Context: an optimization exercise on an open-source flow, tuned for small area and a short achievable clock period. The choices shown serve that exercise and are no tape-out recipe. Only simulation tests tie the RTL to the original design; equivalence was not proved. No activity file was given, so power comes from the tool's default toggle rates.

File: flow/run.sh
#!/bin/bash
# Own layout flow: the standard flow (standard.sh) with three changes.
#  1. The technology-mapping abc call of the standard synthesis script uses flow/map.abc,
#     an area-oriented mapping script, instead of ORFS's abc script. Everything else in
#     synthesis (registers, their names and cells, flattening, renaming) is the standard flow's own.
#  2. No half/full adder cell extraction: abc maps all combinational logic.
#  3. Port buffers are plain buf_1 cells rather than the delay cells buffer_ports picks.
# The make output goes to make_finish.log; ORFS keeps each tool's log under orfs/logs.
set -euo pipefail
WORK=$(pwd)
FLOWDIR=$(cd "$(dirname "${BASH_SOURCE[0]}")" && pwd)
export OWN_ABC_SCRIPT=$FLOWDIR/map.abc
{
  echo 'proc abc {args} {'
  echo '  set i [lsearch -exact $args -script]'
  echo '  if {$i >= 0} { lset args [expr {$i + 1}] $::env(OWN_ABC_SCRIPT) }'
  echo '  yosys abc {*}$args'
  echo '}'
  cat "$WORK/synth_recipe.tcl"
} > "$WORK/own_synth.tcl"
export CTS_ARGS="-sink_clustering_enable -repair_clock_nets -dont_use_dummy_load"
export BUFFER_PORTS_ARGS="-inputs -outputs -buffer_cell sky130_fd_sc_hd__buf_1"
bash standard.sh SYNTH_SCRIPT="$WORK/own_synth.tcl" ADDER_MAP_FILE= finish > make_finish.log 2>&1
File: flow/map.abc
strash
dch
map -D 1000
topo
File: standard.sh
#!/bin/bash
# synth_recipe.tcl (not shown) runs the flow's synth.tcl, then flattens the netlist and writes it again
# the make line also repeats each setting of config.mk as NAME=value (left out here)
make -C /OpenROAD-flow-scripts/flow DESIGN_CONFIG=/design/flow/config.mk WORK_HOME=/design/flow/orfs CLKGATE_MAP_FILE= SYNTH_SCRIPT=/design/flow/synth_recipe.tcl "${@:-finish}"
File: config.mk
export PLATFORM = sky130hd
export DESIGN_NAME = pam4_link
export DESIGN_NICKNAME = pam4_link
export VERILOG_FILES = /design/flow/design.v
export SDC_FILE = /design/flow/constraint.sdc
export NUM_CORES = 4
export LEC_CHECK = 0
export CAP_MARGIN = 20
export CORE_AREA = 2.5 2.5 62.5 62.5
export DIE_AREA = 0 0 65 65
export SLEW_MARGIN = 20
File: constraint.sdc
create_clock -name core_clock -period 13.0 [get_ports {clk}]
set_input_delay 2.6000 -clock core_clock [delete_from_list [all_inputs] [get_ports {clk}]]
set_output_delay 2.6000 -clock core_clock [all_outputs]
set_load 0.01 [all_outputs]
File: design.v
package pam4_pkg;
    typedef logic [1:0] symbol_t;
    typedef logic signed [8-1:0] sample_t;
    typedef logic signed [6-1:0] noise_t;
endpackage
`timescale 1ns/100ps
module chan_comb (
    input  logic s0,
    input  logic s1,
    input  logic p0,
    input  logic p1,
    input  logic n0,
    input  logic n1,
    input  logic n2,
    input  logic n3,
    input  logic n4,
    input  logic n5,
    output logic x0,
    output logic x1,
    output logic x2,
    output logic x3,
    output logic x4,
    output logic x5,
    output logic x6,
    output logic x7
);
    logic new_n19, new_n20, new_n21, new_n22, new_n23, new_n24, new_n25, new_n26, new_n27, new_n28, new_n29, new_n30, new_n31, new_n32, new_n33, new_n35, new_n37, new_n39, new_n40, new_n41, new_n42, new_n43, new_n44, new_n45, new_n46, new_n48, new_n49, new_n50, new_n51, new_n52, new_n53, new_n55, new_n56, new_n57, new_n58, new_n59, new_n60, new_n61, new_n62, new_n63, new_n64, new_n65, new_n67, new_n68, new_n69, new_n70, new_n71, new_n72, new_n73, new_n74, new_n75, new_n76, new_n77, new_n78, new_n79, new_n80, new_n81, new_n82;
    assign new_n19 = ~n2 & ~n3;
    assign new_n20 = s0 & p1;
    assign new_n21 = s1 & ~n5;
    assign new_n22 = p0 & n4;
    assign new_n23 = new_n21 & new_n22;
    assign new_n24 = new_n20 & new_n23;
    assign new_n25 = ~new_n19 & new_n24;
    assign new_n26 = n2 & n3;
    assign new_n27 = ~s0 & ~p1;
    assign new_n28 = ~s1 & n5;
    assign new_n29 = ~p0 & ~n4;
    assign new_n30 = new_n28 & new_n29;
    assign new_n31 = new_n27 & new_n30;
    assign new_n32 = ~new_n26 & new_n31;
    assign new_n33 = n0 & ~new_n32;
    assign x0 = new_n25 | new_n33;
    assign new_n35 = n1 & ~new_n32;
    assign x1 = new_n25 | new_n35;
    assign new_n37 = n2 & ~new_n24;
    assign x2 = ~new_n31 & ~new_n37;
    assign new_n39 = ~p0 & ~new_n26;
    assign new_n40 = ~new_n31 & new_n39;
    assign new_n41 = ~new_n19 & new_n40;
    assign new_n42 = p0 & ~new_n19;
    assign new_n43 = ~new_n40 & ~new_n42;
    assign new_n44 = ~new_n24 & ~new_n43;
    assign new_n45 = ~new_n26 & new_n44;
    assign new_n46 = p0 & ~new_n45;
    assign x3 = new_n41 | new_n46;
    assign new_n48 = ~new_n20 & ~new_n27;
    assign new_n49 = ~n4 & ~new_n48;
    assign new_n50 = n4 & new_n48;
    assign new_n51 = ~new_n49 & ~new_n50;
    assign new_n52 = new_n43 & ~new_n51;
    assign new_n53 = new_n44 & new_n51;
    assign x4 = ~new_n52 & ~new_n53;
    assign new_n55 = ~new_n21 & ~new_n28;
    assign new_n56 = n4 & ~new_n39;
    assign new_n57 = ~new_n42 & ~new_n56;
    assign new_n58 = new_n55 & new_n57;
    assign new_n59 = ~new_n55 & ~new_n57;
    assign new_n60 = ~new_n58 & ~new_n59;
    assign new_n61 = new_n20 & x4;
    assign new_n62 = new_n27 & ~x4;
    assign new_n63 = ~new_n61 & ~new_n62;
    assign new_n64 = new_n60 & ~new_n63;
    assign new_n65 = ~new_n60 & new_n63;
    assign x5 = ~new_n64 & ~new_n65;
    assign new_n67 = ~s1 & ~new_n20;
    assign new_n68 = s1 & ~new_n27;
    assign new_n69 = ~new_n67 & ~new_n68;
    assign new_n70 = ~n5 & ~new_n39;
    assign new_n71 = n5 & ~new_n42;
    assign new_n72 = n4 & ~new_n71;
    assign new_n73 = ~new_n70 & ~new_n72;
    assign new_n74 = ~new_n69 & ~new_n73;
    assign new_n75 = s1 & ~new_n20;
    assign new_n76 = ~new_n27 & ~new_n75;
    assign new_n77 = new_n73 & new_n76;
    assign new_n78 = ~new_n74 & ~new_n77;
    assign new_n79 = ~x5 & ~new_n78;
    assign new_n80 = new_n69 & new_n73;
    assign new_n81 = new_n74 & new_n76;
    assign new_n82 = ~new_n80 & ~new_n81;
    assign x6 = new_n79 | ~new_n82;
    assign x7 = new_n67 | new_n80;
endmodule
module isi_channel (
    input  logic                clk,
    input  logic                rstn,
    input  logic                symbol_valid,
    input  pam4_pkg::symbol_t   symbol,
    input  pam4_pkg::noise_t    noise,
    output logic                sample_valid,
    output pam4_pkg::sample_t   sample_level
);
    pam4_pkg::symbol_t prev_symbol;
    pam4_pkg::sample_t level_sat;
    chan_comb i_chan_comb (
        .s0 (symbol[0]), .s1 (symbol[1]), .p0 (prev_symbol[0]), .p1 (prev_symbol[1]),
        .n0 (noise[0]), .n1 (noise[1]), .n2 (noise[2]), .n3 (noise[3]), .n4 (noise[4]), .n5 (noise[5]),
        .x0 (level_sat[0]), .x1 (level_sat[1]), .x2 (level_sat[2]), .x3 (level_sat[3]),
        .x4 (level_sat[4]), .x5 (level_sat[5]), .x6 (level_sat[6]), .x7 (level_sat[7])
    );
    always_ff @(posedge clk) begin
        sample_valid <= rstn & symbol_valid;
        if (!rstn) begin
            prev_symbol <= 2'd1;
        end else if (symbol_valid) begin
            prev_symbol <= symbol;
        end
    end
    always_ff @(posedge clk) begin
        if (symbol_valid) begin
            sample_level <= level_sat;
        end
    end
endmodule
`timescale 1ns/100ps
module dfe_comb (
    input  logic x0,
    input  logic x1,
    input  logic x2,
    input  logic x3,
    input  logic x4,
    input  logic x5,
    input  logic x6,
    input  logic x7,
    input  logic d0,
    input  logic d1,
    output logic y0,
    output logic y1
);
    logic new_n13, new_n14, new_n15, new_n16, new_n17, new_n18, new_n19, new_n20, new_n21, new_n22, new_n23, new_n24, new_n25, new_n26, new_n27, new_n28, new_n29, new_n30, new_n31, new_n32, new_n33, new_n34, new_n35, new_n36, new_n37, new_n38, new_n39, new_n40, new_n41, new_n42, new_n43, new_n44, new_n45, new_n47;
    assign new_n13 = ~x0 & ~x1;
    assign new_n14 = x2 & ~new_n13;
    assign new_n15 = ~x3 & d0;
    assign new_n16 = ~new_n14 & new_n15;
    assign new_n17 = ~x4 & new_n16;
    assign new_n18 = x5 & ~new_n17;
    assign new_n19 = x3 & new_n14;
    assign new_n20 = ~x4 & ~new_n19;
    assign new_n21 = ~d0 & ~new_n20;
    assign new_n22 = ~x6 & ~new_n21;
    assign new_n23 = ~new_n18 & new_n22;
    assign new_n24 = d1 & new_n23;
    assign new_n25 = ~d1 & ~new_n23;
    assign new_n26 = x4 & ~d0;
    assign new_n27 = new_n19 & new_n26;
    assign new_n28 = ~x6 & ~new_n27;
    assign new_n29 = x5 & ~new_n28;
    assign new_n30 = ~x4 & d0;
    assign new_n31 = x6 & ~new_n30;
    assign new_n32 = ~new_n16 & new_n31;
    assign new_n33 = ~new_n29 & ~new_n32;
    assign new_n34 = ~new_n25 & new_n33;
    assign new_n35 = ~new_n24 & new_n34;
    assign new_n36 = ~x7 & ~new_n35;
    assign new_n37 = x6 & ~new_n17;
    assign new_n38 = x5 & ~new_n22;
    assign new_n39 = ~new_n37 & ~new_n38;
    assign new_n40 = ~x5 & ~new_n27;
    assign new_n41 = new_n32 & ~new_n40;
    assign new_n42 = d1 & ~new_n41;
    assign new_n43 = ~d1 & new_n41;
    assign new_n44 = ~new_n42 & ~new_n43;
    assign new_n45 = ~new_n39 & new_n44;
    assign y0 = new_n36 | new_n45;
    assign new_n47 = x7 & ~new_n43;
    assign y1 = ~new_n24 & ~new_n47;
endmodule
module dfe_detector (
    input  logic                clk,
    input  logic                rstn,
    input  logic                sample_valid,
    input  pam4_pkg::sample_t   sample_level,
    output logic                decision_valid,
    output pam4_pkg::symbol_t   decision_symbol
);
    logic [1:0] dec;
    dfe_comb i_dfe_comb (
        .x0 (sample_level[0]), .x1 (sample_level[1]), .x2 (sample_level[2]), .x3 (sample_level[3]),
        .x4 (sample_level[4]), .x5 (sample_level[5]), .x6 (sample_level[6]), .x7 (sample_level[7]),
        .d0 (decision_symbol[0]), .d1 (decision_symbol[1]),
        .y0 (dec[0]), .y1 (dec[1])
    );
    always_ff @(posedge clk) begin
        decision_valid <= rstn & sample_valid;
        if (!rstn) begin
            decision_symbol <= 2'd1;
        end else if (sample_valid) begin
            decision_symbol <= dec;
        end
    end
endmodule
`timescale 1ns/100ps
module pam4_link (
    input  logic        clk,
    input  logic        rstn,
    input  logic        symbol_valid,
    input  logic [1:0]  symbol,
    input  logic [5:0]  noise,
    output logic        sample_valid,
    output logic [7:0]  sample_level,
    output logic        decision_valid,
    output logic [1:0]  decision_symbol
);
    isi_channel i_isi_channel (
        .clk          (clk),
        .rstn         (rstn),
        .symbol_valid (symbol_valid),
        .symbol       (symbol),
        .noise        (noise),
        .sample_valid (sample_valid),
        .sample_level (sample_level)
    );
    dfe_detector i_dfe_detector (
        .clk             (clk),
        .rstn            (rstn),
        .sample_valid    (sample_valid),
        .sample_level    (sample_level),
        .decision_valid  (decision_valid),
        .decision_symbol (decision_symbol)
    );
endmodule
==> reports/results.ini, run 1 <==
[synth]
yosys.area.top_type = edfxtp_1
ys_types = 22
synth-simple-area-share = 0.2207
synth-seq-area-share = 0.3972
syn_area_um2 = 907.1
synthCells = 123
synth-adder-area-share = 0
synth_area_leaders = edfxtp_1, dfxtp_1, nand2_1, buf_4, clkinv_1
synth-seq-cells = 14
yosysWarnings = 2
netlist.area_leader.share = 0.2648
synth_top_family_by_area = simple AND/OR/NAND/NOR gates
synth-xor-area-share = 0.02897
synth_compound_area_frac = 0.1917
syn_nets = 134
synthMuxAreaShare = 0
postSynthAreaPerCell_um2 = 7.375

[route]
wl_per_cell_um = 9.163
drt_iter0_drc = 26
routed_via_density = 4.353
routed_wl_um = 1686
dr.pass1.iters = 4
drc = 0
vias = 801
drtAntennaViolNets = 0

[clock_network]
clock_latency_ns = 0.27
htree_levels = 1
numCtsBuffers = 3
post_cts_resized = 0
postCtsHoldBufs = 0
cts.clk_slew.worst_paths_ns = 0.08
clkSinkCount = 14
post_cts_buffers = 0
cts_tree = done
clock_tree.buffer_depth = 2
root_buffer = clkbuf_4

[pwr]
pwr-share-comb = 0.261
sw_frac_of_total = 0.3064
p_clk_frac = 0.214
pwr-share-seq = 0.526
power_switching_mw = 0.03193
leakage_nw = 0.3591
intPower_mw = 0.07229
power_mw = 0.1042
irDropWorstVdd_uv = 24.52
powerDensity_nw_per_um2 = 104.8

[worst_setup_path]
r2r_end = i_isi_channel.sample_level[6]$_DFFE_PP_
r2r_slack_ns = 11.17
critPathRequiredTime_ns = 13.01
path_max_fanout = 7
cpMostUsedCell = nand2_1
arrival_ns = 4.11
startpoint_type = primary input
worst_path_max_delay_cell = or2_2
cpPeakStageDelay_ns = 0.33
r2r_cells = 10
crit_chain = buf_1 > clkinv_1 > or2_2 > nor4_1 > a21oi_1 > nand2_1 > nand2_1 > nand2_1 > o211ai_1 > o211ai_1 > nand2_1
r2r_start = i_isi_channel.prev_symbol[1]$_SDFFE_PN0P_
end_kind = flip-flop
worstSetupPathType = primary input to flip-flop

[timing]
rsz0062_at_grt = false
slew_headroom = 0.6303
finalSetupViolations = 0
fin_skew_ns = 0.01372
hold_ws_ns = 0.4962
finalHoldViolations = 0
fin_tns_setup_ns = 0
post-route-period-util = 0.3152
period_minus_slack_ns = 4.098
setup_ws_ns = 8.902
worstMarginPinSlew_ns = 0.5546
slew_viol_final = 0
timing.fmax_mhz = 244.0

[floorplanning]
io_pins = 23
fp-row-count = 21
core_um2 = 3390
die_area_um2 = 4225
die_y_um = 65
start_util = 0.2676
die_w_um = 65

[job]
cap_violations = 0

[hold_path]
holdPathEnd = i_dfe_detector.decision_valid$_DFF_P_
hp-class = flip-flop to flip-flop
worstHoldStart = i_isi_channel.sample_valid$_DFF_P_
hold_path_depth = 2

[placed_design]
place_inst = 181
pre_cts_ws_ns = 8.636
place_hpwl_um = 1459
numPortBuffers = 22
place.gp.congestion = 0.7793

[final_layout]
multi_input_area_um2 = 400.4
fin_nets = 151
layout_commonest_cell = nand2_1
syn_to_final_growth_pct = 9.655
drive_above_1_share = 0.04348
fillCellCount = 362
seqCellArea_um2 = 360.3
instances_no_fill = 184
final_cell_mix = nand2_1, buf_1, clkinv_1
antenna-diode-count = 0

[grt]
grt_start_max_net_pins = 14
antenna_found_initial = 0
overflow = 0
grt_pass1_wl_um = 2960
grt_usage = 0.09001
grt_pass1_vias = 742

[status]
status = timing/DRC/antenna clean

==> cell families after synthesis <==
kind of cell	count (synthesis)
flops	14
simple gates	47
xor+xnor	3
compound gates	30
buf+inv	29
==> Yosys cell counts (all sizes together) <==
cell      n
edfxtp    8
a211oi    1
nor3      1
nand2    24
a21boi    1
xor2      3
o22ai     2
a22oi     1
nor4      1
buf      10
o211ai    3
nor2     11
a2bb2oi   1
nand4     2
o21ai     8
and2      1
or2       2
clkinv   19
a31oi     2
a21oi    11
nand3     5
dfxtp     6
==> cell type report <==
| cell class | count | share of cell area |
|---|---|---|
| inverters | 19 | 0.07170 |
| clock buffers | 3 | 0.02264 |
| repair buffers | 22 | 0.08302 |
| flip-flops and latches | 14 | 0.3623 |
| multi-input cells | 80 | 0.4025 |
| well taps | 46 | 0.05786 |
==> routing by layer <==
metal / track usage / vias up / wire, um
met2: 0.1624 / 20 / 821
met1: 0.1008 / 343 / 741
met3: 0.01910 / 2 / 107
met5: 0 / - / 0
met4: 0.03989 / 0 / 14
li1: - / 436 / -
==> state kept, by name (all words and copies together), names as in the netlist <==
signal / cells
i_isi_channel.sample_level: 8
i_isi_channel.prev_symbol: 2
i_isi_channel.sample_valid: 1
i_dfe_detector.decision_symbol: 2
i_dfe_detector.decision_valid: 1
==> worst max-delay path by stage <==
stage               slack [ns]                                       to      start  depth (start not counted)
floorplan                 8.93  i_isi_channel.sample_level[6]$_DFFE_PP_  symbol[1]                         10
finish                    8.90  i_isi_channel.sample_level[6]$_DFFE_PP_  symbol[1]                         11
global route              8.71  i_isi_channel.sample_level[6]$_DFFE_PP_  symbol[1]                         11
CTS                       8.91  i_isi_channel.sample_level[6]$_DFFE_PP_  symbol[1]                         11
detailed placement        8.64  i_isi_channel.sample_level[6]$_DFFE_PP_  symbol[1]                         11
global placement          8.73  i_isi_channel.sample_level[6]$_DFFE_PP_  symbol[1]                         11
==> metrics by stage <==
stage          cell area, um^2  utilization
5_1_grt                  994.7       0.2935
3_3_place_gp             972.2       0.2868
3_5_place_dp             972.2       0.2868
6_report                 994.7       0.2935
2_1_floorplan            907.1            -
4_1_cts                  994.7       0.2935
==> critical path, delay by kind of cell <==
kind,cells,cell delay [ns]
simple gates,6,0.93
compound gates,3,0.32
buf+inv,2,0.26
==> power groups by stage <==
stage	clock, mW	combinational (mW)	sequential (mW)
2_1_floorplan	0	0.0233	0.0551
5_1_grt	0.0261	0.0320	0.0555
6_report	0.0223	0.0272	0.0548
4_1_cts	0.0235	0.0275	0.0549
3_3_place_gp	0	0.0274	0.0558
3_5_place_dp	0	0.0274	0.0559
==> run 2: changes to the inputs <==
==> flow/map.abc (replaced) <==
strash
dch
amap
topo
==> run 2 against run 1 <==
  * Synthesized cell count shrank 12%
  * Final area is 5.2% lower
  * Area after synthesis is 5.7% lower
  * Critical endpoint unchanged
  * Highest routed layer unchanged
==> reports/results.ini, run 2 <==
[status]
status = timing/DRC/antenna clean

[grt]
grt_start_max_net_pins = 14
antenna_found_initial = 0
grt_pass1_vias = 755
overflow = 0
grt_pass1_wl_um = 3139
grt_usage = 0.09287

[synth]
synthCells = 108
netlist.area_leader.share = 0.2807
synth_ff_type = edfxtp_1
synth-seq-area-share = 0.4211
yosysWarnings = 2
synthArstFlopShare = 0
synth-seq-cells = 14
synth_common_cells = nor2_1, clkinv_1, a21oi_1, buf_4, o21ai_0
ys_types = 23
syn_nets = 119
synth_edf_count = 8
synth.most_common_cell = nor2_1
syn_area_um2 = 855.8
postSynthAreaPerCell_um2 = 7.924
synth_area_leaders = edfxtp_1, dfxtp_1, buf_4, nor2_1, clkinv_1
yosys.area.top_type = edfxtp_1

[timing]
slew_headroom = 0.6126
slew_viol_final = 0
finalSetupViolations = 0
fin_tns_setup_ns = 0
period_minus_slack_ns = 4.410
finalHoldViolations = 0
worstMarginPinSlew_ns = 0.5812
fin_skew_ns = 0.001096
rsz0062_at_grt = false
timing.fmax_mhz = 226.8
post-route-period-util = 0.3392

[placed_design]
place_hpwl_um = 1475
place.gp.congestion = 0.8588
place_inst = 166
numPortBuffers = 22

[final_layout]
syn_to_final_growth_pct = 10.23
final_cell_mix = buf_1, nor2_1, clkinv_1
antenna-diode-count = 0
regMostFlops = i_isi_channel.sample_level
reg.largest.list = i_isi_channel.sample_level x8, i_dfe_detector.decision_symbol x2, i_isi_channel.prev_symbol x2
fin_nets = 136
largest_register_ffs = 8
instances_no_fill = 169
layout_commonest_cell = buf_1
fillCellCount = 373
drive_above_1_share = 0.02439

[floorplanning]
die_y_um = 65
die_w_um = 65
fp-row-count = 21
die_area_um2 = 4225
start_util = 0.2525
core_um2 = 3390
io_pins = 23

[route]
vias = 796
drt_iter0_drc = 27
routed_wl_um = 1763
drtAntennaViolNets = 0
routed_via_density = 4.710
drc = 0
dr.pass1.iters = 5
wl_per_cell_um = 10.43

[clock_network]
clkSinkCount = 14
cts.clk_slew.worst_paths_ns = 0.08
clock_latency_ns = 0.27
post_cts_resized = 0
htree_levels = 1
clock_tree.buffer_depth = 2
cts_tree = done
root_buffer = clkbuf_4
numCtsBuffers = 3
post_cts_buffers = 0
postCtsHoldBufs = 0

[worst_setup_path]
end_kind = flip-flop
worstSetupPathType = primary input to flip-flop
startpoint_type = primary input
r2r_slack_ns = 10.74
path_max_fanout = 4
critPathRequiredTime_ns = 13.00
arrival_ns = 4.41

[pwr]
leakage_nw = 0.3096
irDropWorstVdd_uv = 27.83
powerDensity_nw_per_um2 = 107.4

[job]
cap_violations = 0

[hold_path]
hp-class = flip-flop to flip-flop

## run 2: cell families after synthesis
logic type,share of synthesized area
and+or+nand+nor,0.1769
buffers and inverters,0.1579
DFF,0.4211
AOI/OAI and AO/OA,0.2442
## run 2: worst max-delay path, stage by stage
cell      delay (ns)
buf_1           0.12
nor2_1          0.25
nand4_1         0.20
a21oi_1         0.19
nand2b_1        0.15
nor2_1          0.04
a21oi_1         0.24
nor2_1          0.07
a21oi_1         0.18
nor2_1          0.06
a21oi_1         0.16
o221ai_1        0.15
## run 2: metal layers
layer	share of wire	GRT usage	wire, um
met1	0.41	0.1059	726
met2	0.50	0.1624	874
met3	0.076	0.01389	134
met4	0.015	0.05585	27
met5	0	0	0
## run 2: final timing paths
| path | cells after the start | to | start |
|---|---|---|---|
| hold / removal | 2 | i_dfe_detector.decision_valid$_DFF_P_ | i_isi_channel.sample_valid$_DFF_P_ |
| setup reg to reg | 11 | i_isi_channel.sample_level[6]$_DFFE_PP_ | i_isi_channel.prev_symbol[1]$_SDFFE_PN0P_ |
| setup / recovery | 12 | i_isi_channel.sample_level[6]$_DFFE_PP_ | symbol[0] |
| hold reg to reg | 2 | i_dfe_detector.decision_valid$_DFF_P_ | i_isi_channel.sample_valid$_DFF_P_ |
## run 2: area by class of cell
type	count	area, um^2	share of cell area
flip-flops and latches	14	360.3	0.3820
multi-input cells	68	360.3	0.3820
repair buffers	22	82.58	0.08753
inverters	16	60.06	0.06366
well taps	46	57.56	0.06101
clock buffers	3	22.52	0.02387
## run 2: where the power goes
part           internal [mW]  switching, mW
sequential            0.0513        0.00288
combinational        0.00901         0.0153
clock                 0.0107         0.0121
total                 0.0710         0.0304
## run 2: metrics by stage
step	setup WS [ns]	util	area (um^2)	total power [mW]	hold slack, ns
floorplan	8.795	-	855.8	0.07469	0.4743
global placement	8.444	0.2717	920.9	0.07805	0.4852
detailed placement	8.357	0.2717	920.9	0.07928	0.4902
CTS	8.644	0.2783	943.4	0.1027	0.5024
global route	8.276	0.2783	943.4	0.1086	0.5504
finish	8.590	0.2783	943.4	0.1014	0.5035
==> run 3: changes to the inputs <==
==> flow/map.abc (replaced) <==
strash
dch
map -D 900
topo
strash
dch
map -D 900
topo
==> run 3 against run 2 <==
  * Wire length shrank 3.2%
  * Non-clock buffer count is the same
  * Clock-buffer cell count is the same
  * Core utilization grew 1.2 points
  * Worst setup slack gained 0.50 ns
  * Die area is the same
  * Clock power is essentially flat
  * Via count grew 1.6%
  * Critical endpoint unchanged
  * Largest cell class is now multi-input gates
==> reports/results.ini, run 3 <==
[synth]
postSynthAreaPerCell_um2 = 7.414
netlist.area_leader.share = 0.2678
synth_common_cells = nand2_1, clkinv_1, nor2_1
synth.most_common_cell = nand2_1
synth_edf_count = 8
synth_area_leaders = edfxtp_1, dfxtp_1, nand2_1, buf_4, clkinv_1
syn_nets = 132
synth-seq-area-share = 0.4017
yosysWarnings = 2
syn_area_um2 = 897.1
synth-seq-cells = 14
synthCells = 121
ys_types = 21
synth_ff_type = edfxtp_1
yosys.area.top_type = edfxtp_1
synthArstFlopShare = 0

[route]
routed_via_density = 4.445
drtAntennaViolNets = 0
drt_iter0_drc = 14
drc = 0
vias = 809
dr.pass1.iters = 4
wl_per_cell_um = 9.379
routed_wl_um = 1707

[grt]
grt_start_max_net_pins = 14
grt_pass1_wl_um = 2918
grt_usage = 0.08915
overflow = 0
grt_pass1_vias = 725
antenna_found_initial = 0

[worst_setup_path]
r2r_start = i_isi_channel.prev_symbol[1]$_SDFFE_PN0P_
r2r_cells = 9
r2r_slack_ns = 11.26
r2r_end = i_isi_channel.sample_level[6]$_DFFE_PP_
cpMostUsedCell = nand2_1
critPathRequiredTime_ns = 13.03
worstSetupPathType = primary input to flip-flop
path_max_fanout = 6
worst_path_max_delay_cell = o21ai_0
crit_chain = buf_1 > o21ai_0 > nand2_1 > nand2_1 > o21ai_0 > and2_2 > o21bai_1 > nand3_1 > nand2_1
end_kind = flip-flop
arrival_ns = 3.94
cpPeakStageDelay_ns = 0.37
startpoint_type = primary input

[pwr]
irDropWorstVdd_uv = 23.76
leakage_nw = 0.3626
power_mw = 0.1034
powerDensity_nw_per_um2 = 105.0

[placed_design]
numPortBuffers = 22
place.gp.congestion = 0.7784
pre_cts_ws_ns = 8.812
place_hpwl_um = 1443

[final_layout]
layout_commonest_cell = nand2_1
regMostFlops = i_isi_channel.sample_level
syn_to_final_growth_pct = 9.763
final_cell_mix = nand2_1, buf_1, clkinv_1
largest_register_ffs = 8
fin_util = 0.2905
fin_nets = 149
antenna-diode-count = 0
fillCellCount = 368
drive_above_1_share = 0.03676
reg.largest.list = i_isi_channel.sample_level x8, i_dfe_detector.decision_symbol x2, i_isi_channel.prev_symbol x2

[status]
status = timing/DRC/antenna clean

[clock_network]
clock_latency_ns = 0.27
postCtsHoldBufs = 0
numCtsBuffers = 3
htree_levels = 1
cts.clk_slew.worst_paths_ns = 0.08
clock_tree.buffer_depth = 2
post_cts_resized = 0
clkSinkCount = 14
cts_tree = done
root_buffer = clkbuf_4
post_cts_buffers = 0

[hold_path]
holdPathEnd = i_dfe_detector.decision_valid$_DFF_P_
hp-class = flip-flop to flip-flop
hold_path_depth = 2
worstHoldStart = i_isi_channel.sample_valid$_DFF_P_

[timing]
fin_tns_setup_ns = 0
finalHoldViolations = 0
rsz0062_at_grt = false
fin_skew_ns = 0.005465
timing.fmax_mhz = 255.5
worstMarginPinSlew_ns = 0.6318
slew_viol_final = 0
setup_ws_ns = 9.087
slew_headroom = 0.5788
finalSetupViolations = 0
period_minus_slack_ns = 3.913
post-route-period-util = 0.3010

[floorplanning]
fp-row-count = 21
io_pins = 23
start_util = 0.2647
die_w_um = 65
core_um2 = 3390
die_area_um2 = 4225
die_y_um = 65

[job]
cap_violations = 0

==> run 3: worst max-delay path, delay by kind of cell <==
kind,cells,cell delay [ns]
simple gates,5,0.52
buf+inv,1,0.14
compound gates,3,0.68
==> run 3: cells by family (layout without fill, tap and decap cells) <==
logic type / Yosys count / after routing / synth area share
AOI/OAI and AO/OA: 32 / 32 / 0.2134
xor gates and xnor gates: 1 / 1 / 0.009765
buffers and inverters: 26 / 41 / 0.1506
DFF: 14 / 14 / 0.4017
and+or+nand+nor: 48 / 48 / 0.2245
==> run 3: cell type report <==
type / count / area [um^2] / share of cell area
multi-input combinational: 81 / 401.6 / 0.4079
clock buffer: 3 / 22.52 / 0.02287
tap: 46 / 57.56 / 0.05845
sequential: 14 / 360.3 / 0.3659
inverter: 16 / 60.06 / 0.06099
timing repair buffer: 22 / 82.58 / 0.08386
==> run 3: through the flow <==
step,instance area (um^2),std cells,hold slack (ns)
6_report,984.7,182,0.4992
5_1_grt,984.7,182,0.5549
2_1_floorplan,897.1,121,0.4867
3_5_place_dp,962.2,179,0.4895
3_3_place_gp,962.2,179,0.4835
4_1_cts,984.7,182,0.5015
==> run 3: worst max path at each step <==
| stage | from | end | slack (ns) |
|---|---|---|---|
| 2_1_floorplan | symbol[0] | i_isi_channel.sample_level[6]$_DFFE_PP_ | 9.16 |
| 3_3_place_gp | noise[2] | i_isi_channel.sample_level[6]$_DFFE_PP_ | 8.82 |
| 3_5_place_dp | noise[2] | i_isi_channel.sample_level[6]$_DFFE_PP_ | 8.81 |
| 4_1_cts | noise[2] | i_isi_channel.sample_level[6]$_DFFE_PP_ | 9.11 |
| 5_1_grt | symbol[0] | i_isi_channel.sample_level[6]$_DFFE_PP_ | 8.93 |
| 6_report | noise[2] | i_isi_channel.sample_level[6]$_DFFE_PP_ | 9.09 |
==> run 3: power breakdown <==
part / switching (mW) / internal, mW / total (mW) / leakage [nW]
Clock: 0.0121 / 0.0107 / 0.0228 / 0.0138
Sequential: 0.00289 / 0.0514 / 0.0543 / 0.128
Combinational: 0.0165 / 0.00981 / 0.0263 / 0.220
==> run 3: layer usage <==
metal / part of all wire / track usage
met1: 0.50 / 0.09925
met2: 0.45 / 0.1572
met3: 0.039 / 0.01389
met4: 0.016 / 0.05585
met5: 0 / 0
==> run 4: changes to the inputs <==
==> flow/map.abc (replaced) <==
strash
dch
map -D 900
topo
==> run 4 against run 3 <==
  * Still clean on timing, DRC and antenna
  * Wire length grew 0.82%
  * Hold slack worse by 0.016 ns
  * First-iteration DRC count rose to 2.6 times the previous value
  * Combinational power barely moved
  * Sequential cell count unchanged
  * Sequential share of layout area fell by 0.23 points
  * Fmax is 1.3% higher
  * Synthesized cell count rose by 0.83%
  * Final cell count is 0.55% higher
  * Clock power is essentially flat
  * Via count grew 1.2%
==> reports/results.ini, run 4 <==
[clock_network]
htree_levels = 1
clkSinkCount = 14
post_cts_buffers = 0
numCtsBuffers = 3
post_cts_resized = 0
postCtsHoldBufs = 0
cts.clk_slew.worst_paths_ns = 0.08
clock_latency_ns = 0.28
clock_tree.buffer_depth = 2
cts_tree = done
root_buffer = clkbuf_4

[synth]
yosys.area.top_type = edfxtp_1
syn_area_um2 = 903.4
synth_edf_count = 8
synthCells = 122
yosysWarnings = 2
syn_nets = 133
ys_types = 20
synth-seq-area-share = 0.3989
synth.most_common_cell = clkinv_1
postSynthAreaPerCell_um2 = 7.405
synth-seq-cells = 14
synth_ff_type = edfxtp_1
synth_area_leaders = edfxtp_1, dfxtp_1, buf_4, clkinv_1, nand2_1
netlist.area_leader.share = 0.2659
synthArstFlopShare = 0
synth_common_cells = clkinv_1, nand2_1, o21ai_0

[final_layout]
drive_above_1_share = 0.02920
fillCellCount = 379
syn_to_final_growth_pct = 9.695
layout_commonest_cell = buf_1
antenna-diode-count = 0
regMostFlops = i_isi_channel.sample_level
fin_nets = 150
instances_no_fill = 183
fin_util = 0.2924
final_cell_mix = buf_1, clkinv_1, nand2_1
reg.largest.list = i_isi_channel.sample_level x8, i_dfe_detector.decision_symbol x2, i_isi_channel.prev_symbol x2
fin_area_um2 = 991.0
largest_register_ffs = 8

[floorplanning]
die_w_um = 65
fp-row-count = 21
core_um2 = 3390
die_area_um2 = 4225
io_pins = 23
start_util = 0.2665
die_y_um = 65

[worst_setup_path]
worstSetupPathType = primary input to flip-flop
r2r_end = i_isi_channel.sample_level[6]$_DFFE_PP_
worstSetupStartpoint = symbol[0]
critPathRequiredTime_ns = 13.04
path_max_fanout = 5
arrival_ns = 3.90
startpoint_type = primary input
r2r_cells = 10
end_kind = flip-flop
r2r_start = i_isi_channel.prev_symbol[1]$_SDFFE_PN0P_
r2r_slack_ns = 11.25
crit_end = i_isi_channel.sample_level[6]$_DFFE_PP_

[timing]
finalSetupViolations = 0
worstMarginPinSlew_ns = 0.5738
fin_skew_ns = 0.01547
period_minus_slack_ns = 3.861
rsz0062_at_grt = false
post-route-period-util = 0.2970
slew_viol_final = 0
finalHoldViolations = 0
slew_headroom = 0.6175
timing.fmax_mhz = 259.0
fin_tns_setup_ns = 0

[grt]
grt_use_met3 = 0.01736
grt_usage = 0.08452
grt_pass1_vias = 709
overflow = 0
grt_start_max_net_pins = 13
grt_pass1_wl_um = 2787
busiest_layer = met2
gr-usage-met1 = 0.09861
antenna_found_initial = 0
grt_use_met2 = 0.1430

[route]
wl_per_cell_um = 9.404
dr.pass1.iters = 4
routed_via_density = 4.475
drtAntennaViolNets = 0
drt_iter0_drc = 36
vias = 819
drc = 0
routed_wl_um = 1721

[hold_path]
hp-class = flip-flop to flip-flop

[job]
cap_violations = 0

[pwr]
power_switching_mw = 0.03192
power_mw = 0.1039
irDropWorstVdd_uv = 27.51
intPower_mw = 0.07202
leakage_nw = 0.3501
powerDensity_nw_per_um2 = 104.9
sw_frac_of_total = 0.3071
p_clk_frac = 0.221
pwr-share-seq = 0.525
pwr-share-comb = 0.254

[placed_design]
place_inst = 180
numPortBuffers = 22
place_hpwl_um = 1460
placed_area_um2 = 968.4
place.gp.congestion = 0.7672

[status]
status = timing/DRC/antenna clean

-- run 4: power groups by stage --
stage	sequential (mW)	combinational (mW)	clock [mW]
after CTS	0.0547	0.0267	0.0243
final	0.0546	0.0264	0.0229
after global placement	0.0557	0.0262	0
after floorplan	0.0548	0.0225	0
after global routing	0.0552	0.0303	0.0261
after detailed placement	0.0557	0.0266	0
-- run 4: how the worst min path moves through the flow --
stage,start,to,cells after the start
global route,i_isi_channel.sample_valid$_DFF_P_,i_dfe_detector.decision_valid$_DFF_P_,2
global placement,i_isi_channel.sample_valid$_DFF_P_,i_dfe_detector.decision_valid$_DFF_P_,2
detailed placement,i_isi_channel.sample_valid$_DFF_P_,i_dfe_detector.decision_valid$_DFF_P_,2
CTS,i_isi_channel.sample_valid$_DFF_P_,i_dfe_detector.decision_valid$_DFF_P_,2
finish,i_isi_channel.sample_valid$_DFF_P_,i_dfe_detector.decision_valid$_DFF_P_,2
floorplan,i_isi_channel.prev_symbol[0]$_SDFFE_PN1P_,i_isi_channel.prev_symbol[0]$_SDFFE_PN1P_,2
-- run 4: cell families after synthesis --
logic type,count (synthesis),synth area share
buffers and inverters,30,0.1662
AO/OA/AOI/OAI,34,0.2188
XOR/XNOR,1,0.009697
AND/OR/NAND/NOR,43,0.2064
flip-flops,14,0.3989
-- run 4: area by class of cell --
type | count | area (um^2) | area share
Timing Repair Buffer | 22 | 82.58 | 0.08333
Clock buffer | 3 | 22.52 | 0.02273
Tap cell | 46 | 57.56 | 0.05808
Sequential cell | 14 | 360.3 | 0.3636
Multi-Input combinational cell | 78 | 392.9 | 0.3965
Inverter | 20 | 75.07 | 0.07576
-- run 4: metal layers --
layer,routed length (um),vias to the layer above
met2,809,22
met1,773,350
li1,-,443
met5,0,-
met3,104,4
met4,33,0
-- run 4: stage by stage --
stage	setup WS (ns)	hold WS, ns
5_1_grt	8.954	0.5227
6_report	9.139	0.4831
4_1_cts	9.138	0.4826
2_1_floorplan	9.182	0.4919
3_3_place_gp	8.904	0.4723
3_5_place_dp	8.828	0.4703
-- run 4: critical path: stages --
cell and delay (ns):
buf_1 0.10, nor2_1 0.26, nand4_1 0.18, nand2_1 0.14, nand2_1 0.07, nand3_1 0.09
nand2_1 0.12, nand2_1 0.09, o211ai_1 0.09, nand2_1 0.09, o21ai_0 0.07
==> run 5: changes to the inputs <==
--- a/flow/run.sh
+++ b/flow/run.sh
@@ -18,6 +18,5 @@
   echo '}'
   cat "$WORK/synth_recipe.tcl"
 } > "$WORK/own_synth.tcl"
-export CTS_ARGS="-sink_clustering_enable -repair_clock_nets -dont_use_dummy_load"
 export BUFFER_PORTS_ARGS="-inputs -outputs -buffer_cell sky130_fd_sc_hd__buf_1"
 bash standard.sh SYNTH_SCRIPT="$WORK/own_synth.tcl" ADDER_MAP_FILE= finish > make_finish.log 2>&1
==> flow/map.abc (replaced) <==
strash
dch
map -a
topo
--- a/config.mk
+++ b/config.mk
@@ -6,6 +6,6 @@
 export NUM_CORES = 4
 export LEC_CHECK = 0
 export CAP_MARGIN = 20
-export CORE_AREA = 2.5 2.5 62.5 62.5
-export DIE_AREA = 0 0 65 65
+export CORE_MARGIN = 2
+export CORE_UTILIZATION = 40
 export SLEW_MARGIN = 20
==> run 5 against run 4 <==
  * Sequential share of layout area increased by 1.1 points
  * Wire length decreased by 4.9%
  * Final cell count decreased by 9.8%
  * Via count decreased by 2.9%
  * Register-to-register slack got worse by 0.55 ns
  * Area after synthesis decreased by 1.1%
  * Global-route usage increased by 5.3 points
  * Critical path depth increased by 1
  * Sequential power increased by 1%
  * Hold slack improved by 0.012 ns
  * Clock skew decreased by 0.013 ns
  * Critical endpoint unchanged
  * Largest cell class is now registers
  * Largest power group unchanged
==> reports/results.ini, run 5 <==
[timing]
slew_headroom = 0.6041
finalHoldViolations = 0
timing.fmax_mhz = 225.6
rsz0062_at_grt = false
worstMarginPinSlew_ns = 0.5939
finalSetupViolations = 0
fin_tns_setup_ns = 0
fin_skew_ns = 0.002921
slew_viol_final = 0
post-route-period-util = 0.3410
period_minus_slack_ns = 4.433

[worst_setup_path]
r2r_slack_ns = 10.70
crit_end = i_isi_channel.sample_level[6]$_DFFE_PP_
r2r_end = i_isi_channel.sample_level[6]$_DFFE_PP_
arrival_ns = 4.45
end_kind = flip-flop
r2r_cells = 11
critPathRequiredTime_ns = 13.01
worstSetupStartpoint = symbol[0]
startpoint_type = primary input
path_max_fanout = 4
r2r_start = i_isi_channel.prev_symbol[1]$_SDFFE_PN0P_
worstSetupPathType = primary input to flip-flop

[placed_design]
place.gp.congestion = 0.8412
place_hpwl_um = 1375
placed_area_um2 = 935.9
numPortBuffers = 22

[synth]
syn_nets = 132
yosysWarnings = 2
syn_area_um2 = 893.4
synth_common_cells = clkinv_1, nor2_1, nand2_1
synth.most_common_cell = clkinv_1
synthCells = 121
synth-seq-area-share = 0.4034
yosys.area.top_type = edfxtp_1
synth_ff_type = edfxtp_1
postSynthAreaPerCell_um2 = 7.383
synth_edf_count = 8
synth-seq-cells = 14
synthArstFlopShare = 0
netlist.area_leader.share = 0.2689
synth_area_leaders = edfxtp_1, dfxtp_1, clkinv_1, buf_4, nor2_1
ys_types = 22

[pwr]
power_switching_mw = 0.03297
pwr-share-comb = 0.254
intPower_mw = 0.07407
pwr-share-seq = 0.517
irDropWorstVdd_uv = 47.41
powerDensity_nw_per_um2 = 111.3
p_clk_frac = 0.229
leakage_nw = 0.3339
sw_frac_of_total = 0.3080

[hold_path]
hp-class = flip-flop to flip-flop
worstHoldStart = i_isi_channel.sample_valid$_DFF_P_

[route]
dr.pass1.iters = 4
wl_per_cell_um = 9.921
vias = 795
routed_via_density = 4.818
drtAntennaViolNets = 0
drc = 0
routed_wl_um = 1637
drt_iter0_drc = 6

[floorplanning]
die_area_um2 = 2628
io_pins = 23
die_w_um = 51.26
start_util = 0.4118
die_y_um = 51.26
core_um2 = 2170
fp-row-count = 17

[grt]
grt_pass1_vias = 700
gr-usage-met1 = 0.1703
grt_use_met2 = 0.2359
overflow = 0
busiest_layer = met2
grt_use_met3 = 0.008772
grt_pass1_wl_um = 2760
grt_usage = 0.1370
antenna_found_initial = 0
grt_start_max_net_pins = 14

[clock_network]
clkSinkCount = 14
root_buffer = clkbuf_4
numCtsBuffers = 3
cts_tree = done
clock_tree.buffer_depth = 2
post_cts_buffers = 0
clock_latency_ns = 0.27
postCtsHoldBufs = 0
htree_levels = 1
cts.clk_slew.worst_paths_ns = 0.08
post_cts_resized = 0

[final_layout]
fin_area_um2 = 962.2
syn_to_final_growth_pct = 7.703
drive_above_1_share = 0.02920
layout_commonest_cell = clkinv_1
largest_register_ffs = 8
regMostFlops = i_isi_channel.sample_level
fin_nets = 149
antenna-diode-count = 0
final_cell_mix = clkinv_1, buf_1, nor2_1
reg.largest.list = i_isi_channel.sample_level x8, i_dfe_detector.decision_symbol x2, i_isi_channel.prev_symbol x2

[status]
status = timing/DRC/antenna clean

[job]
cap_violations = 0

## run 5: changes by cell type after synthesis, moves of 3 or more
cell      previous run  this run
clkinv_1            20        27
nand2_1             19        14
nand3_1              8         2
nand4_1              3         0
nor2_1              11        15
o21ai_0             14        11
## run 5: how the worst min path moves through the flow
stage | to | cells past startpoint
after CTS | i_dfe_detector.decision_valid$_DFF_P_ | 2
final | i_dfe_detector.decision_valid$_DFF_P_ | 2
after global routing | i_dfe_detector.decision_valid$_DFF_P_ | 2
after floorplan | i_isi_channel.prev_symbol[0]$_SDFFE_PN1P_ | 2
after detailed placement | i_dfe_detector.decision_valid$_DFF_P_ | 2
after global placement | i_dfe_detector.decision_valid$_DFF_P_ | 2
## run 5: cells by family (layout without fill, tap and decap cells)
family                    count (synthesis)  in the layout  synth area share
buffers and inverters                    37             53            0.1975
and+or+nand+nor                          35             35            0.1625
AOI/OAI and AO/OA                        32             32            0.2073
DFF                                      14             14            0.4034
xor gates and xnor gates                  3              3           0.02942
## run 5: layout make-up
class / instances / area, um^2
inverter: 27 / 101.3
multi-input combinational: 70 / 356.6
clock buffer: 4 / 26.28
sequential: 14 / 360.3
fill: 252 / 1207
tap: 28 / 35.03
timing repair buffer: 22 / 82.58
## run 5: power by group through the flow
stage / logic, mW / clock network, mW / registers (mW)
2_1_floorplan: 0.0235 / 0 / 0.0556
3_3_place_gp: 0.0267 / 0 / 0.0561
3_5_place_dp: 0.0272 / 0 / 0.0564
4_1_cts: 0.0273 / 0.0253 / 0.0554
5_1_grt: 0.0312 / 0.0276 / 0.0559
6_report: 0.0272 / 0.0245 / 0.0553
## run 5: per-stage QoR
stage	std cells	utilization	hold slack, ns	setup WS, ns	power, mW
global route	165	0.4435	0.5284	8.293	0.1146
floorplan	121	-	0.4909	8.707	0.07906
detailed placement	161	0.4314	0.4859	8.294	0.08362
CTS	165	0.4435	0.4972	8.586	0.1080
finish	165	0.4435	0.4953	8.567	0.1070
global placement	161	0.4314	0.4738	8.457	0.08284
## run 5: critical path, stage by stage
cell	delay (ns)
buf_1	0.10
nor2_1	0.15
clkinv_1	0.14
nor4_1	0.41
clkinv_1	0.17
nand2_1	0.13
a21oi_1	0.09
nand2_1	0.08
nand2_1	0.08
o21ai_0	0.20
xnor2_1	0.17
o221ai_1	0.12
## run 5: routing by layer
layer  part of all wire  vias to the layer above
li1                   -                      424
met1               0.47                      353
met2               0.49                       14
met3              0.026                        4
met4              0.016                        0
met5                  0                        -
==> run 6: changes to the inputs <==
--- a/flow/run.sh
+++ b/flow/run.sh
@@ -19,4 +19,4 @@
   cat "$WORK/synth_recipe.tcl"
 } > "$WORK/own_synth.tcl"
 export BUFFER_PORTS_ARGS="-inputs -outputs -buffer_cell sky130_fd_sc_hd__buf_1"
-bash standard.sh SYNTH_SCRIPT="$WORK/own_synth.tcl" ADDER_MAP_FILE= finish > make_finish.log 2>&1
+bash standard.sh SYNTH_SCRIPT="$WORK/own_synth.tcl" ADDER_MAP_FILE= SETUP_SLACK_MARGIN=9.6 finish > make_finish.log 2>&1
==> flow/map.abc (replaced) <==
strash
dch
amap
topo
==> run 6 against run 5 <==
  * Still clean
  * Sequential cell count unchanged
  * Power is 22% higher
  * Sequential power shrank 3%
  * Critical path depth is the same
  * Final area is 36% higher
  * First-iteration DRC count up 130%
  * Wire length rose by 39%
  * Final cell count rose by 5.5%
  * Core utilization grew 22 points
==> reports/results.ini, run 6 <==
[final_layout]
final_cell_mix = buf_4, clkinv_1, nor2_1
fillCellCount = 169
multi_input_area_um2 = 488.0
fin_nets = 159
reg.largest.list = i_isi_channel.sample_level x8, i_dfe_detector.decision_symbol x2, i_isi_channel.prev_symbol x2
seqCellArea_um2 = 364.1
fin_util = 0.6616
syn_to_final_growth_pct = 53.22
antenna-diode-count = 0
layout_commonest_cell = buf_4
largest_register_ffs = 8
regMostFlops = i_isi_channel.sample_level
drive_above_1_share = 0.4830

[pwr]
pwr-share-seq = 0.412
powerDensity_nw_per_um2 = 99.78
power_switching_mw = 0.03961
pwr-share-comb = 0.356
sw_frac_of_total = 0.3027
leakage_nw = 0.5282
irDropWorstVdd_uv = 48.01
intPower_mw = 0.09123
p_clk_frac = 0.233

[placed_design]
pre_cts_ws_ns = 8.358
place.gp.congestion = 0.8148
place_hpwl_um = 1361
numPortBuffers = 22

[grt]
antenna_found_initial = 0
overflow = 0
grt_pass1_vias = 797
grt_usage = 0.1676
grt_pass1_wl_um = 3194
grt_start_max_net_pins = 14

[route]
vias = 902
routed_wl_um = 2276
drtAntennaViolNets = 0
dr.pass1.iters = 4
drt_iter0_drc = 14
wl_per_cell_um = 13.08
drc = 0
routed_via_density = 5.184

[worst_setup_path]
end_kind = flip-flop
critPathRequiredTime_ns = 13.02
critical_path_buf_inv_count = 1
cpMostUsedCell = a21oi_2
worstSetupPathType = primary input to flip-flop
crit_chain = buf_8 > nor2_4 > nand4_1 > a21oi_2 > nand2b_4 > nor2_4 > a21oi_4 > nor2_2 > a21oi_2 > nor2_1 > a21oi_2 > o221ai_2
cp_top_family = compound AO/OA/AOI/OAI gates
cpPeakStageDelay_ns = 0.20
r2r_slack_ns = 10.92
startpoint_type = primary input
worst_path_max_delay_cell = a21oi_2
path_max_fanout = 4
arrival_ns = 4.09

[clock_network]
numCtsBuffers = 3
htree_levels = 1
postCtsHoldBufs = 0
root_buffer = clkbuf_4
cts_tree = done
clock_latency_ns = 0.27
clock_tree.buffer_depth = 2
cts.clk_slew.worst_paths_ns = 0.09
clkSinkCount = 14

[timing]
setup_ws_ns = 8.928
slew_headroom = 0.6131
finalHoldViolations = 0
timing.fmax_mhz = 245.6
finalSetupViolations = 0
slew_viol_final = 0
period_minus_slack_ns = 4.072
rsz0062_at_grt = true
post-route-period-util = 0.3132
fin_skew_ns = 0.005540
worstMarginPinSlew_ns = 0.5804
fin_tns_setup_ns = 0

[floorplanning]
die_area_um2 = 2526
die_w_um = 50.26
fp-row-count = 16
die_y_um = 50.26
io_pins = 23
core_um2 = 1982
start_util = 0.4318

[synth]
syn_area_um2 = 855.8
ys_types = 23
synthArstFlopShare = 0
postSynthAreaPerCell_um2 = 7.924
yosysWarnings = 2
synth-seq-area-share = 0.4211
synth_edf_count = 8
syn_nets = 119
synthCells = 108
netlist.area_leader.share = 0.2807
synth-seq-cells = 14
synth.most_common_cell = nor2_1
synth_area_leaders = edfxtp_1, dfxtp_1, buf_4, nor2_1, clkinv_1
yosys.area.top_type = edfxtp_1
synth_ff_type = edfxtp_1
synth_common_cells = nor2_1, clkinv_1, a21oi_1, buf_4, o21ai_0

[job]
cap_violations = 0

[hold_path]
hp-class = flip-flop to flip-flop

[status]
status = timing/DRC/antenna clean

[run 6: timing repair]
| action | CTS | global route |
|---|---|---|
| setup endpoints to repair | 18 | 18 |
| pin swaps | 12 | 8 |
| buffers inserted | 12 | 11 |
| gates resized for setup | 28 | 29 |
[run 6: worst paths after layout]
| path | startpoint | endpoint | cells past startpoint |
|---|---|---|---|
| worst max-delay path | symbol[1] | i_isi_channel.sample_level[6]$_DFFE_PP_ | 12 |
| worst min-delay path | i_isi_channel.sample_valid$_DFF_P_ | i_dfe_detector.decision_valid$_DFF_P_ | 2 |
| worst max register to register | i_isi_channel.prev_symbol[1]$_SDFFE_PN0P_ | i_isi_channel.sample_level[5]$_DFFE_PP_ | 13 |
| worst min register to register | i_isi_channel.sample_valid$_DFF_P_ | i_dfe_detector.decision_valid$_DFF_P_ | 2 |
[run 6: kinds of logic after synthesis]
kind of cell,after synthesis,share of synthesized area
AND/OR/NAND/NOR,34,0.1769
AO/OA/AOI/OAI,34,0.2442
flip-flops,14,0.4211
buffers and inverters,26,0.1579
[run 6: tightest hold or removal path, cell delays in order, from the launching register on]
cell	delay, ns
dfxtp_2	0.34
clkinv_1	0.08
nor2_1	0.05
[run 6: power by group through the flow]
| stage | Sequential (mW) | Clock (mW) | Combinational [mW] |
|---|---|---|---|
| floorplan | 0.0548 | 0 | 0.0222 |
| global placement | 0.0550 | 0 | 0.0258 |
| detailed placement | 0.0553 | 0 | 0.0263 |
| CTS | 0.0536 | 0.0304 | 0.0354 |
| global route | 0.0543 | 0.0335 | 0.0500 |
| finish | 0.0539 | 0.0304 | 0.0465 |
[run 6: cell type report]
cell class | instances | area share
Tap cell | 27 | 0.02576
Inverter | 16 | 0.05916
Clock buffer | 4 | 0.02767
Multi-Input combinational cell | 68 | 0.3721
Sequential cell | 14 | 0.2777
Timing Repair Buffer | 45 | 0.2376
[run 6: stage by stage]
step / hold WS [ns] / instance area [um^2] / instances / power (mW)
2_1_floorplan: 0.4743 / 919.6 / 108 / 0.07693
3_3_place_gp: 0.4816 / 960.9 / 147 / 0.08081
3_5_place_dp: 0.4922 / 960.9 / 147 / 0.08160
4_1_cts: 0.5021 / 1150 / 163 / 0.1194
5_1_grt: 0.5259 / 1311 / 174 / 0.1378
6_report: 0.4944 / 1311 / 174 / 0.1308
[run 6: layer usage]
metal  up-vias  part of all wire  GRT usage
met4         0             0.025     0.1065
li1        451                 -          -
met1       420              0.39     0.1620
met3         6             0.032    0.03274
met2        25              0.56     0.3180
met5         -                 0          0
==> run 7: changes to the inputs <==
--- a/flow/run.sh
+++ b/flow/run.sh
@@ -18,5 +18,6 @@
   echo '}'
   cat "$WORK/synth_recipe.tcl"
 } > "$WORK/own_synth.tcl"
+export CTS_ARGS="-sink_clustering_enable -repair_clock_nets -dont_use_dummy_load -sink_clustering_size 30 -buf_list sky130_fd_sc_hd__clkbuf_4 -root_buf sky130_fd_sc_hd__clkbuf_4"
 export BUFFER_PORTS_ARGS="-inputs -outputs -buffer_cell sky130_fd_sc_hd__buf_1"
-bash standard.sh SYNTH_SCRIPT="$WORK/own_synth.tcl" ADDER_MAP_FILE= SETUP_SLACK_MARGIN=9.6 finish > make_finish.log 2>&1
+bash standard.sh SYNTH_SCRIPT="$WORK/own_synth.tcl" ADDER_MAP_FILE= finish > make_finish.log 2>&1
==> run 7 against run 6 <==
  * Still clean on timing, DRC and antenna
  * Power shrank 23%
  * Worst setup slack lost 0.42 ns
  * Hold slack gained 0.0091 ns
  * Fmax shrank 9.3%
  * Register-to-register slack lost 0.30 ns
  * Clock-buffer cell count shrank 1
  * Non-clock buffer count shrank 23
  * Core utilization shrank 20 points
==> reports/results.ini, run 7 <==
[status]
status = timing/DRC/antenna clean

[clock_network]
clkSinkCount = 14
numCtsBuffers = 3
post_cts_buffers = 0
clock_tree.buffer_depth = 2
cts_tree = done
postCtsHoldBufs = 0
root_buffer = clkbuf_4
htree_levels = 1
cts.clk_slew.worst_paths_ns = 0.09
post_cts_resized = 0
clock_latency_ns = 0.27

[timing]
fin_tns_setup_ns = 0
finalSetupViolations = 0
slew_viol_final = 0
period_minus_slack_ns = 4.488
post-route-period-util = 0.3453
fin_skew_ns = 0.01738
slew_headroom = 0.6270
worstMarginPinSlew_ns = 0.5595
timing.fmax_mhz = 222.8
finalHoldViolations = 0
rsz0062_at_grt = false

[floorplanning]
io_pins = 23
die_y_um = 50.26
core_um2 = 1982
start_util = 0.4318
fp-row-count = 16
die_area_um2 = 2526
die_w_um = 50.26

[synth]
synth_area_leaders = edfxtp_1, dfxtp_1, buf_4, nor2_1, clkinv_1
syn_area_um2 = 855.8
synthArstFlopShare = 0
postSynthAreaPerCell_um2 = 7.924
synth_ff_type = edfxtp_1
yosys.area.top_type = edfxtp_1
yosysWarnings = 2
synth_edf_count = 8
ys_types = 23
synthCells = 108
synth-seq-cells = 14
synth_common_cells = nor2_1, clkinv_1, a21oi_1, buf_4, o21ai_0
syn_nets = 119
netlist.area_leader.share = 0.2807
synth.most_common_cell = nor2_1
synth-seq-area-share = 0.4211

[placed_design]
place_inst = 147
numPortBuffers = 22
place_hpwl_um = 1356
place.gp.congestion = 0.8845

[worst_setup_path]
path_max_fanout = 4
critPathRequiredTime_ns = 12.99
cp_top_family = compound AO/OA/AOI/OAI gates
crit_chain = buf_1 > nor2_1 > nand4_1 > a21oi_1 > nand2b_1 > nor2_1 > a21oi_1 > nor2_1 > a21oi_1 > nor2_1 > a21oi_1 > o221ai_1
cpPeakStageDelay_ns = 0.25
worstSetupPathType = primary input to flip-flop
arrival_ns = 4.48
startpoint_type = primary input
end_kind = flip-flop
critical_path_buf_inv_count = 1
worst_path_max_delay_cell = nor2_1

[final_layout]
layout_commonest_cell = buf_1
fin_nets = 136
drive_above_1_share = 0.02439
final_cell_mix = buf_1, nor2_1, clkinv_1
fin_util = 0.4640
reg.largest.list = i_isi_channel.sample_level x8, i_dfe_detector.decision_symbol x2, i_isi_channel.prev_symbol x2
antenna-diode-count = 0
syn_to_final_growth_pct = 7.456
largest_register_ffs = 8
instances_no_fill = 150
regMostFlops = i_isi_channel.sample_level

[route]
dr.pass1.iters = 4
drc = 0
drtAntennaViolNets = 0
wl_per_cell_um = 10.74
routed_wl_um = 1611
drt_iter0_drc = 9
routed_via_density = 4.913
vias = 737

[grt]
grt_start_max_net_pins = 14
grt_pass1_wl_um = 2760
grt_usage = 0.1403
grt_pass1_vias = 708
antenna_found_initial = 0
overflow = 0

[pwr]
irDropWorstVdd_uv = 52.26
powerDensity_nw_per_um2 = 109.9
leakage_nw = 0.3096

[hold_path]
hp-class = flip-flop to flip-flop

[job]
cap_violations = 0

## run 7: cell counts after synthesis
Identical to the previous run, type by type.
## run 7: cells by family after synthesis
logic type	count (synthesis)	synth area share
DFF	14	0.4211
AOI/OAI and AO/OA	34	0.2442
buffers and inverters	26	0.1579
and+or+nand+nor	34	0.1769
## run 7: cell type report
type,instances,area (um^2)
fillers,200,1062
flip-flops and latches,14,360.3
multi-input cells,68,360.3
repair buffers,22,82.58
inverters,16,60.06
well taps,27,33.78
clock buffers,3,22.52
## run 7: power by group
group          internal (mW)  switching [mW]  leakage [nW]  total (mW)
registers             0.0513         0.00281         0.128      0.0541
logic                0.00901          0.0147         0.168      0.0237
clock network         0.0107          0.0125        0.0138      0.0232
total                 0.0710          0.0300         0.310       0.101
## run 7: stage by stage
| step | hold WS [ns] | setup WS [ns] | instance area (um^2) | power, mW |
|---|---|---|---|---|
| after global placement | 0.4858 | 8.389 | 897.1 | 0.07814 |
| final | 0.5035 | 8.512 | 919.6 | 0.1010 |
| after CTS | 0.5033 | 8.555 | 919.6 | 0.1022 |
| after global routing | 0.5300 | 8.196 | 919.6 | 0.1075 |
| after floorplan | 0.4743 | 8.795 | 855.8 | 0.07469 |
| after detailed placement | 0.4907 | 8.284 | 897.1 | 0.07898 |
## run 7: routing by layer
| layer | wire [um] | vias up | GRT usage |
|---|---|---|---|
| met5 | 0 | - | 0 |
| met4 | 37 | 0 | 0.09722 |
| met3 | 65 | 5 | 0.008929 |
| met2 | 798 | 19 | 0.2456 |
| met1 | 709 | 316 | 0.1617 |
| li1 | - | 397 | - |
## run 7: final timing paths
path	startpoint	to	cells past startpoint	slack, ns
hold / removal	i_isi_channel.sample_valid$_DFF_P_	i_dfe_detector.decision_valid$_DFF_P_	2	0.50
setup / recovery	symbol[0]	i_isi_channel.sample_level[6]$_DFFE_PP_	12	8.51
setup reg to reg	i_isi_channel.prev_symbol[1]$_SDFFE_PN0P_	i_isi_channel.sample_level[6]$_DFFE_PP_	11	10.62
hold reg to reg	i_isi_channel.sample_valid$_DFF_P_	i_dfe_detector.decision_valid$_DFF_P_	2	0.50
## run 7: worst min-delay path: stages (launching register included)
cell and delay (ns):
dfxtp_1 0.34, clkinv_1 0.08, nor2_1 0.05
==> run 8: changes to the inputs <==
--- a/flow/run.sh
+++ b/flow/run.sh
@@ -18,6 +18,6 @@
   echo '}'
   cat "$WORK/synth_recipe.tcl"
 } > "$WORK/own_synth.tcl"
-export CTS_ARGS="-sink_clustering_enable -repair_clock_nets -dont_use_dummy_load -sink_clustering_size 30 -buf_list sky130_fd_sc_hd__clkbuf_4 -root_buf sky130_fd_sc_hd__clkbuf_4"
+export CTS_ARGS="-sink_clustering_enable -repair_clock_nets -dont_use_dummy_load -sink_clustering_size 50 -sink_clustering_max_diameter 500"
 export BUFFER_PORTS_ARGS="-inputs -outputs -buffer_cell sky130_fd_sc_hd__buf_1"
 bash standard.sh SYNTH_SCRIPT="$WORK/own_synth.tcl" ADDER_MAP_FILE= finish > make_finish.log 2>&1
==> flow/map.abc (replaced) <==
strash
dch
map -D 900
topo
--- a/config.mk
+++ b/config.mk
@@ -6,6 +6,6 @@
 export NUM_CORES = 4
 export LEC_CHECK = 0
 export CAP_MARGIN = 20
-export CORE_MARGIN = 2
-export CORE_UTILIZATION = 40
+export CORE_AREA = 2.5 2.5 62.5 62.5
+export DIE_AREA = 0 0 65 65
 export SLEW_MARGIN = 20
==> run 8 against run 7 <==
  * First-iteration DRC count rose to 4.0 times the previous value
  * Largest cell class is now multi-input gates
  * Area after synthesis grew 5.6%
  * Highest routed layer unchanged
  * Global-route usage shrank 5.6 points
  * Combinational power is 11% higher
  * Sequential power rose by 0.9%
  * Die area is 67% higher
  * Clock power is essentially flat
  * Final cell count is 22% higher
  * Fmax rose by 16%
==> reports/results.ini, run 8 <==
[status]
status = timing/DRC/antenna clean

[worst_setup_path]
startpoint_type = primary input
cpPeakStageDelay_ns = 0.26
end_kind = flip-flop
worst_path_max_delay_cell = nor2_1
r2r_slack_ns = 11.25
worstSetupPathType = primary input to flip-flop
cp_top_family = simple AND/OR/NAND/NOR gates
arrival_ns = 3.90
crit_chain = buf_1 > nor2_1 > nand4_1 > nand2_1 > nand2_1 > nand3_1 > nand2_1 > nand2_1 > o211ai_1 > nand2_1 > o21ai_0
r2r_start = i_isi_channel.prev_symbol[1]$_SDFFE_PN0P_
worstSetupStartpoint = symbol[0]
critPathRequiredTime_ns = 13.04
r2r_cells = 10
r2r_end = i_isi_channel.sample_level[6]$_DFFE_PP_
cpMostUsedCell = nand2_1
critical_path_buf_inv_count = 1
path_max_fanout = 5
cp.depth = 11

[hold_path]
worstHoldStart = i_isi_channel.sample_valid$_DFF_P_
hold_path_depth = 2
holdPathEnd = i_dfe_detector.decision_valid$_DFF_P_
hp-class = flip-flop to flip-flop

[synth]
yosys.area.top_type = edfxtp_1
syn_area_um2 = 903.4
postSynthAreaPerCell_um2 = 7.405
synth_edf_count = 8
synth_common_cells = clkinv_1, nand2_1, o21ai_0
syn_nets = 133
netlist.area_leader.share = 0.2659
synth.most_common_cell = clkinv_1
synth_ff_type = edfxtp_1
synth_area_leaders = edfxtp_1, dfxtp_1, buf_4, clkinv_1, nand2_1
synthArstFlopShare = 0
synthCells = 122
ys_types = 20
synth-seq-area-share = 0.3989
yosysWarnings = 2
synth-seq-cells = 14

[route]
drc = 0
routed_via_density = 4.475
drtAntennaViolNets = 0
wl_per_cell_um = 9.404
vias = 819
drt_iter0_drc = 36
dr.pass1.iters = 4
routed_wl_um = 1721

[final_layout]
fin_area_um2 = 991.0
final_cell_mix = buf_1, clkinv_1, nand2_1
reg.largest.list = i_isi_channel.sample_level x8, i_dfe_detector.decision_symbol x2, i_isi_channel.prev_symbol x2
antenna-diode-count = 0
layout_commonest_cell = buf_1
syn_to_final_growth_pct = 9.695
fillCellCount = 379
regMostFlops = i_isi_channel.sample_level
drive_above_1_share = 0.02920
largest_register_ffs = 8
fin_nets = 150

[grt]
grt_usage = 0.08452
antenna_found_initial = 0
overflow = 0
grt_start_max_net_pins = 13
grt_pass1_vias = 709
grt_pass1_wl_um = 2787

[pwr]
irDropWorstVdd_uv = 27.51
leakage_nw = 0.3501
power_mw = 0.1039
powerDensity_nw_per_um2 = 104.9

[floorplanning]
core_um2 = 3390
fp-row-count = 21
io_pins = 23
start_util = 0.2665
die_area_um2 = 4225
die_y_um = 65
die_w_um = 65

[timing]
timing.fmax_mhz = 259.0
fin_tns_setup_ns = 0
fin_skew_ns = 0.01547
period_minus_slack_ns = 3.861
post-route-period-util = 0.2970
slew_viol_final = 0
slew_headroom = 0.6175
finalSetupViolations = 0
rsz0062_at_grt = false
setup_ws_ns = 9.139
hold_ws_ns = 0.4831
finalHoldViolations = 0
worstMarginPinSlew_ns = 0.5738

[clock_network]
clock_latency_ns = 0.28
htree_levels = 1
post_cts_buffers = 0
cts.clk_slew.worst_paths_ns = 0.08
clock_tree.buffer_depth = 2
postCtsHoldBufs = 0
numCtsBuffers = 3
root_buffer = clkbuf_4
cts_tree = done
post_cts_resized = 0
clkSinkCount = 14

[placed_design]
place_hpwl_um = 1460
pre_cts_ws_ns = 8.828
place.gp.congestion = 0.7672
numPortBuffers = 22
placed_area_um2 = 968.4

[job]
cap_violations = 0

==> run 8: changes by cell type after synthesis, sizes merged, moves of 4 or more <==
| cell | delta |
|---|---|
| nand3 | +6 |
| o21ai | +5 |
| clkinv | +4 |
| a211oi | -4 |
| nand2 | +15 |
| nor2 | -8 |
==> run 8: layout make-up <==
type / count / area, um^2 / area share
Inverter: 20 / 75.07 / 0.07576
Timing Repair Buffer: 22 / 82.58 / 0.08333
Multi-Input combinational cell: 78 / 392.9 / 0.3965
Tap cell: 46 / 57.56 / 0.05808
Sequential cell: 14 / 360.3 / 0.3636
Clock buffer: 3 / 22.52 / 0.02273
==> run 8: worst max-delay path by stage <==
stage	end
after global routing	i_isi_channel.sample_level[6]$_DFFE_PP_
after detailed placement	i_isi_channel.sample_level[6]$_DFFE_PP_
final	i_isi_channel.sample_level[6]$_DFFE_PP_
after global placement	i_isi_channel.sample_level[6]$_DFFE_PP_
after floorplan	i_isi_channel.sample_level[6]$_DFFE_PP_
after CTS	i_isi_channel.sample_level[6]$_DFFE_PP_
==> run 8: power breakdown <==
group          total (mW)  leakage, nW  switching (mW)  internal, mW
sequential         0.0546        0.128         0.00316        0.0514
clock              0.0229       0.0138          0.0122        0.0107
combinational      0.0264        0.208          0.0166       0.00989
==> run 8: metrics by stage <==
stage,std cells,utilization
after floorplan,122,-
after global placement,180,0.2857
after detailed placement,180,0.2857
after CTS,183,0.2924
after global routing,183,0.2924
final,183,0.2924
==> run 8: cell families after synthesis <==
family / share of synthesized area
compound gates: 0.2188
flops: 0.3989
xor+xnor: 0.009697
buf+inv: 0.1662
simple gates: 0.2064
==> run 8: metal layers <==
metal	part of all wire	vias up	global-route usage
met1	0.45	350	0.09861
met3	0.060	4	0.01736
met5	0	-	0
met2	0.47	22	0.1430
met4	0.019	0	0.04787
li1	-	443	-
==> run 8: worst reg2reg max path: stages (launching register included) <==
cell,delay [ns]
dfxtp_1,0.33
nor2_1,0.24
nand4_1,0.18
nand2_1,0.14
nand2_1,0.07
nand3_1,0.09
nand2_1,0.12
nand2_1,0.09
o211ai_1,0.09
nand2_1,0.09
o21ai_0,0.07

## afterwards: timing with drivers on the ports
The flow's constraints put no driver on any port. The routed layouts listed below were extracted and timed again, unchanged, in two steps.
Step 1, drivers: a clkbuf_16 drives clk and a buf_2 each remaining input, both assumed.
Step 2 also shifts input and output timing later by t, the mid clock arrival at the registers, as if the neighbouring blocks saw the same clock.
a / b / c = ideal / step 1 / step 2; a / b = the first two.
run	t (ns)	setup WS [ns]	slew at the worst register clock pin (ns)	worst slew at a driven data input, ns
run 1	0.283	8.902 / 8.901 / 8.617	0.08 / 0.08	0.04
run 2	0.286	8.590 / 8.592 / 8.306	0.08 / 0.08	0.03
run 3	0.285	9.087 / 9.089 / 8.803	0.08 / 0.08	0.03
run 4	0.289	9.139 / 9.133 / 8.844	0.08 / 0.08	0.03
run 5	0.284	8.567 / 8.566 / 8.281	0.08 / 0.08	0.03
run 6	0.290	8.928 / 8.905 / 8.614	0.09 / 0.09	0.05
run 7	0.285	8.512 / 8.510 / 8.225	0.09 / 0.09	0.03
run 8	0.289	9.139 / 9.133 / 8.844	0.08 / 0.08	0.03
After both steps setup and hold are still met in every run listed. For run 6, which loses most, drivers alone change the setup slack by -0.023 ns; drivers and shift together by -0.314 ns.
